This is an optimization exercise on Yosys and OpenROAD, whose aim is small area, not a production implementation. Where RTL was checked, it was by simulation tests only, not by an equivalence proof against the original. Power figures rest on the tool's default switching activity, not on a simulated workload.

Design board_top, start of the top module:
module board_top (
    input  logic               clock_in,
    input  logic               reset_in,
    input  board_pkg::wb_req_t wb_req,
    output board_pkg::wb_rsp_t wb_rsp,
    input  logic               button,
    input  logic               follow,
    input  logic               link_rx,
    output logic               link_tx
);
For scale: roughly 1500 cells after synthesis, roughly 540 flip-flops, ~50 I/O pins, roughly 20000 um2 of cells after synthesis.
==> flow/config.mk <==
export PLATFORM = sky130hd
export DESIGN_NAME = board_top
export DESIGN_NICKNAME = board_top
export VERILOG_FILES = /design/flow/design.v
export SDC_FILE = /design/flow/constraint.sdc
export NUM_CORES = 4
export LEC_CHECK = 0
export CAP_MARGIN = 5
export CORE_MARGIN = 2
export CORE_UTILIZATION = 40
export CTS_BUF_LIST = sky130_fd_sc_hd__clkbuf_8
export CTS_CLUSTER_DIAMETER = 70
export CTS_CLUSTER_SIZE = 12
export SLEW_MARGIN = 5
export SYNTH_HIERARCHICAL = 1
export SYNTH_MINIMUM_KEEP_SIZE = 0
==> flow/constraint.sdc <==
create_clock -name core_clock -period 6.0 [get_ports {clock_in}]
set_input_delay 1.2000 -clock core_clock [delete_from_list [all_inputs] [get_ports {clock_in}]]
set_output_delay 1.2000 -clock core_clock [all_outputs]
set_load 0.01 [all_outputs]
standard.sh (not shown) runs the stock make flow with config.mk's settings and CLKGATE_MAP_FILE= SYNTH_SCRIPT=/design/flow/synth_recipe.tcl, a recipe that flattens the netlist after the stock synthesis.
==> flow/flow/run.sh <==
#!/bin/bash
# The standard layout, with two changes to how it is built:
# - the clock tree uses clkbuf_8 leaf buffers over clusters of up to 16
#   registers and no dummy loads;
# - the port buffers are the smallest buffer (every port still gets one).
set -e
export CTS_ARGS="-sink_clustering_enable -repair_clock_nets -buf_list sky130_fd_sc_hd__clkbuf_8 -sink_clustering_size 16 -sink_clustering_max_diameter 60 -dont_use_dummy_load"
export BUFFER_PORTS_ARGS="-buffer_cell sky130_fd_sc_hd__buf_1"
bash standard.sh > standard.log 2>&1
The first run passed the timing, design-rule and antenna checks.
Edit:
==> flow/run.sh (new file) <==
#!/bin/bash
# synth_recipe.tcl (not shown) runs the flow's synth.tcl, then flattens the netlist and writes it again
# the make line also repeats each setting of config.mk as NAME=value (left out here)
make -C /OpenROAD-flow-scripts/flow DESIGN_CONFIG=/design/flow/config.mk WORK_HOME=/design/flow/orfs CLKGATE_MAP_FILE= SYNTH_SCRIPT=/design/flow/synth_recipe.tcl finish
removed: flow/flow/run.sh
removed: flow/standard.sh
Outcome: The new run finished with timing, DRC and antenna clean. Total power climbs by 4.4%. Setup slack loses 0.32 ns. Register-to-register slack loses 0.06 ns. Count of clock-buffer cells in the layout climbs by 7. Area after synthesis does not change. Utilization climbs by 0.93 points. Design area climbs by 2.1%. Routed wire length climbs by 1.3%. Global-route usage climbs by 0.32 points. Final cell count climbs by 2.5%. Die area does not change.

Setup of job 101:
Another version of the RTL of board_top (not shown whole).
Size in the first run: roughly 540 flip-flops, ~50 I/O pins, about 0.021 sq mm of cells after synthesis.
## board_top
module board_top (
    input  logic               clock_in,
    input  logic               reset_in,
    input  board_pkg::wb_req_t wb_req,
    output board_pkg::wb_rsp_t wb_rsp,
    input  logic               button,
    input  logic               follow,
    input  logic               link_rx,
    output logic               link_tx
);
make LEC_CHECK=0 CAP_MARGIN=20 CORE_MARGIN=2 CORE_UTILIZATION=40 CTS_BUF_LIST=sky130_fd_sc_hd__clkbuf_4 SLEW_MARGIN=20 finish   # period 6.0 ns
run.sh (not shown) runs the stock make flow with config.mk's settings and CLKGATE_MAP_FILE= SYNTH_SCRIPT=/design/flow/synth_recipe.tcl, a recipe that flattens the netlist after the stock synthesis.
Stock flow here: none of the scripts above is used.
Inputs modified between job 101 and job 102:
- setting CTS_CLUSTER_SIZE to 20 for the first time
- changing CTS_BUF_LIST from sky130_fd_sc_hd__clkbuf_4 to sky130_fd_sc_hd__clkbuf_16
- setting CTS_CLUSTER_DIAMETER to 70 for the first time
Notes after the runs:
- Final area, job 102 vs job 101: down by a few percent
- In the metrics for job 101 and job 102, the one carrying the lower power share of the clock group is job 102.
- The share of the final layout cell area in multi-input gates of job 102 is higher than that of job 101.
- Placeable core region: job 102 vs job 101 identical
- Higher wire length of the first global-routing pass among job 101 and job 102: job 101
- | power consumed by combinational cells | job 101 vs job 102 | ≈ equal |
- Diff job 101..job 102 | count of multi-input combinational gates | unchanged
- In job 102 the sequential share of cell area turned out 2.2 points higher than in job 101.
- Job 102 ends up with a number of non-filler instances in the completed layout that is 197 lower than in job 101.
Function was not checked in any run of this note: the RTL went through the layout flow alone.

## xenon
Another version of the RTL of board_top (not shown whole).
Size: ~540 flip-flops, about 50 I/O pins.
export LEC_CHECK = 0
export CAP_MARGIN = 5
export CORE_MARGIN = 2
export CORE_UTILIZATION = 40
export PLACE_DENSITY = 0.8
export SLEW_MARGIN = 5
export SYNTH_HIERARCHICAL = 1
export SYNTH_MINIMUM_KEEP_SIZE = 0
create_clock -name core_clock -period 6.0 [get_ports {clock_in}]
standard.sh (not shown) runs the stock make flow with config.mk's settings and CLKGATE_MAP_FILE= SYNTH_SCRIPT=/design/flow/synth_recipe.tcl, a recipe that flattens the netlist after the stock synthesis.
==> flow/flow/run.sh <==
#!/bin/bash
# The standard layout, with these changes to how it is built:
# - after floorplan, combinational cells are sized down to their smallest
#   drive (placement repair then fixes any slew or capacitance limit);
# - the clock tree uses clkbuf_8 leaf buffers over clusters of up to 16
#   registers and no dummy loads;
# - the port buffers are the smallest buffer (every port still gets one).
set -e
export POST_FLOORPLAN_TCL="$PWD/flow/downsize.tcl"
export CTS_ARGS="-sink_clustering_enable -repair_clock_nets -buf_list sky130_fd_sc_hd__clkbuf_8 -sink_clustering_size 16 -sink_clustering_max_diameter 60 -dont_use_dummy_load"
export BUFFER_PORTS_ARGS="-buffer_cell sky130_fd_sc_hd__buf_1"
bash standard.sh > standard.log 2>&1
==> flow/flow/downsize.tcl <==
# Size combinational cells down to their smallest drive; placement repair
# then fixes any slew or capacitance limit this breaks
set n 0
foreach inst [get_cells *] {
  set m [get_property $inst ref_name]
  if {![regexp {^(sky130_fd_sc_hd__[a-z0-9]+)_([0-9]+)$} $m -> base sz]} { continue }
  if {[regexp {df|dl|buf|clk|tap|fill|decap|conb|diode|ha_|fa_|sdf|edf} $base]} { continue }
  foreach s {0 1} {
    if {$s >= $sz} { break }
    set lc [get_lib_cells -quiet */${base}_$s]
    if {[llength $lc] > 0} {
      replace_cell $inst $lc
      incr n
      break
    }
  }
}
puts "downsized $n cells"
> inputs changed (xenon -> yarrow)
- PLACE_DENSITY removed (was 0.8)
--- a/flow/flow/run.sh
+++ b/flow/flow/run.sh
@@ -2,3 +2 @@
-# The standard layout, with these changes to how it is built:
-# - after floorplan, combinational cells are sized down to their smallest
-#   drive (placement repair then fixes any slew or capacitance limit);
+# The standard layout, with two changes to how it is built:
@@ -9 +6,0 @@
-export POST_FLOORPLAN_TCL="$PWD/flow/downsize.tcl"
removed: flow/flow/downsize.tcl
[summary]
- Across both runs, power dissipated by switching net loads was higher for yarrow than for xenon.
- Delta (yarrow minus xenon): fraction of area in clock buffers and inverters ~0 delta, number of vias after detailed routing decreased 234.
- Standby leakage power (yarrow vs. xenon) increases slightly
- In the reports for yarrow and xenon, the smaller cell area power density belongs to xenon.
- NOTE: total detailed-routing wirelength in yarrow exceeds that of xenon
- Between yarrow and xenon, it is yarrow whose register-to-register slack is higher, by 0.27 ns.
- What yarrow reported for wire length of the first global-routing pass has to be multiplied by 0.950 to get the figure for xenon.
- Compared with xenon, yarrow shows a final area that is about 0.4% higher.
- Uppermost metal layer occupied by signal nets = met4: yarrow; uppermost metal layer occupied by signal nets = met5: xenon
- Clock share of power in yarrow is 0.5 points higher than in xenon
- Compared xenon against yarrow; area share of buffers outside the clock network within noise.
Relative to yarrow, the following input files were edited for nickel:
--- a/flow/flow/run.sh
+++ b/flow/flow/run.sh
@@ -2 +2,3 @@
-# The standard layout, with two changes to how it is built:
+# The standard layout, with these changes to how it is built:
+# - after floorplan, combinational cells are sized down to their smallest
+#   drive (placement repair then fixes any slew or capacitance limit);
@@ -6,0 +9 @@
+export POST_FLOORPLAN_TCL="$PWD/flow/downsize.tcl"
==> flow/flow/downsize.tcl (new file) <==
# Size combinational cells down to their smallest drive; placement repair
# then fixes any slew or capacitance limit this breaks
set n 0
foreach inst [get_cells *] {
  set m [get_property $inst ref_name]
  if {![regexp {^(sky130_fd_sc_hd__[a-z0-9]+)_([0-9]+)$} $m -> base sz]} { continue }
  if {[regexp {df|dl|buf|clk|tap|fill|decap|conb|diode|ha_|fa_|sdf|edf} $base]} { continue }
  foreach s {0 1} {
    if {$s >= $sz} { break }
    set lc [get_lib_cells -quiet */${base}_$s]
    if {[llength $lc] > 0} {
      replace_cell $inst $lc
      incr n
      break
    }
  }
}
puts "downsized $n cells"
Findings:
nickel finished all stages; the layout is clean. Footprint of the multi-input gates in nickel is 1.5% lower than in yarrow. Any difference in area added between synthesis and finish between nickel and yarrow is small enough to ignore. | via count | yarrow vs nickel | ≈ equal |. Diff nickel..yarrow | number of clock sinks | unchanged. Of nickel and yarrow, the higher global-route met2 utilization belongs to yarrow. nickel and yarrow ended up with nearly the same sequential share of cell area. nickel ends up with a slew at the pin closest to its max-slew limit that is 0.17 ns lower than in yarrow. nickel vs yarrow: share of final layout cell area taken by non-clock buffers up in nickel. Per the comparison of nickel with yarrow, latest clock arrival within the worst-skew pair has remained practically unchanged, overall power rose by 0.34%. Of the two candidates, yarrow has the worse highest achievable clock rate and nickel the better one.

## re-timing with driven ports
In the flow no input, the clock included, has a driving cell. The finished layouts below were timed again as built, in two steps.
Step 1 assumes that a clkbuf_16 drives the clock port and a buf_2 every other input.
Step 2 also shifts input and output timing later by t, the mid clock arrival at the registers, as if the neighbouring blocks saw the same clock.
Three values: no drivers, after step 1, after step 2; two values: the first two.
run	shift t [ns]	slack for setup (ns)	worst setup path at the end
the first run of note 1	0.684	1.094 / 1.038 / 0.674	input to register
the second run of note 1	0.703	0.777 / 0.721 / 0.505	input to register
job 101	0.885	0.295 / 0.243 / 1.111	input to register
job 102	0.611	0.468 / 0.413 / 1.024	register to output
xenon	0.607	1.055 / 1.005 / 0.817	input to register
yarrow	0.657	0.984 / 0.932 / 1.069	input to register
nickel	0.657	1.097 / 1.048 / 1.338	input to register
After both steps setup and hold are still met in every run listed. The setup slack of the first run of note 1, which loses most, moves by -0.056 ns with the drivers and by -0.420 ns with both steps.
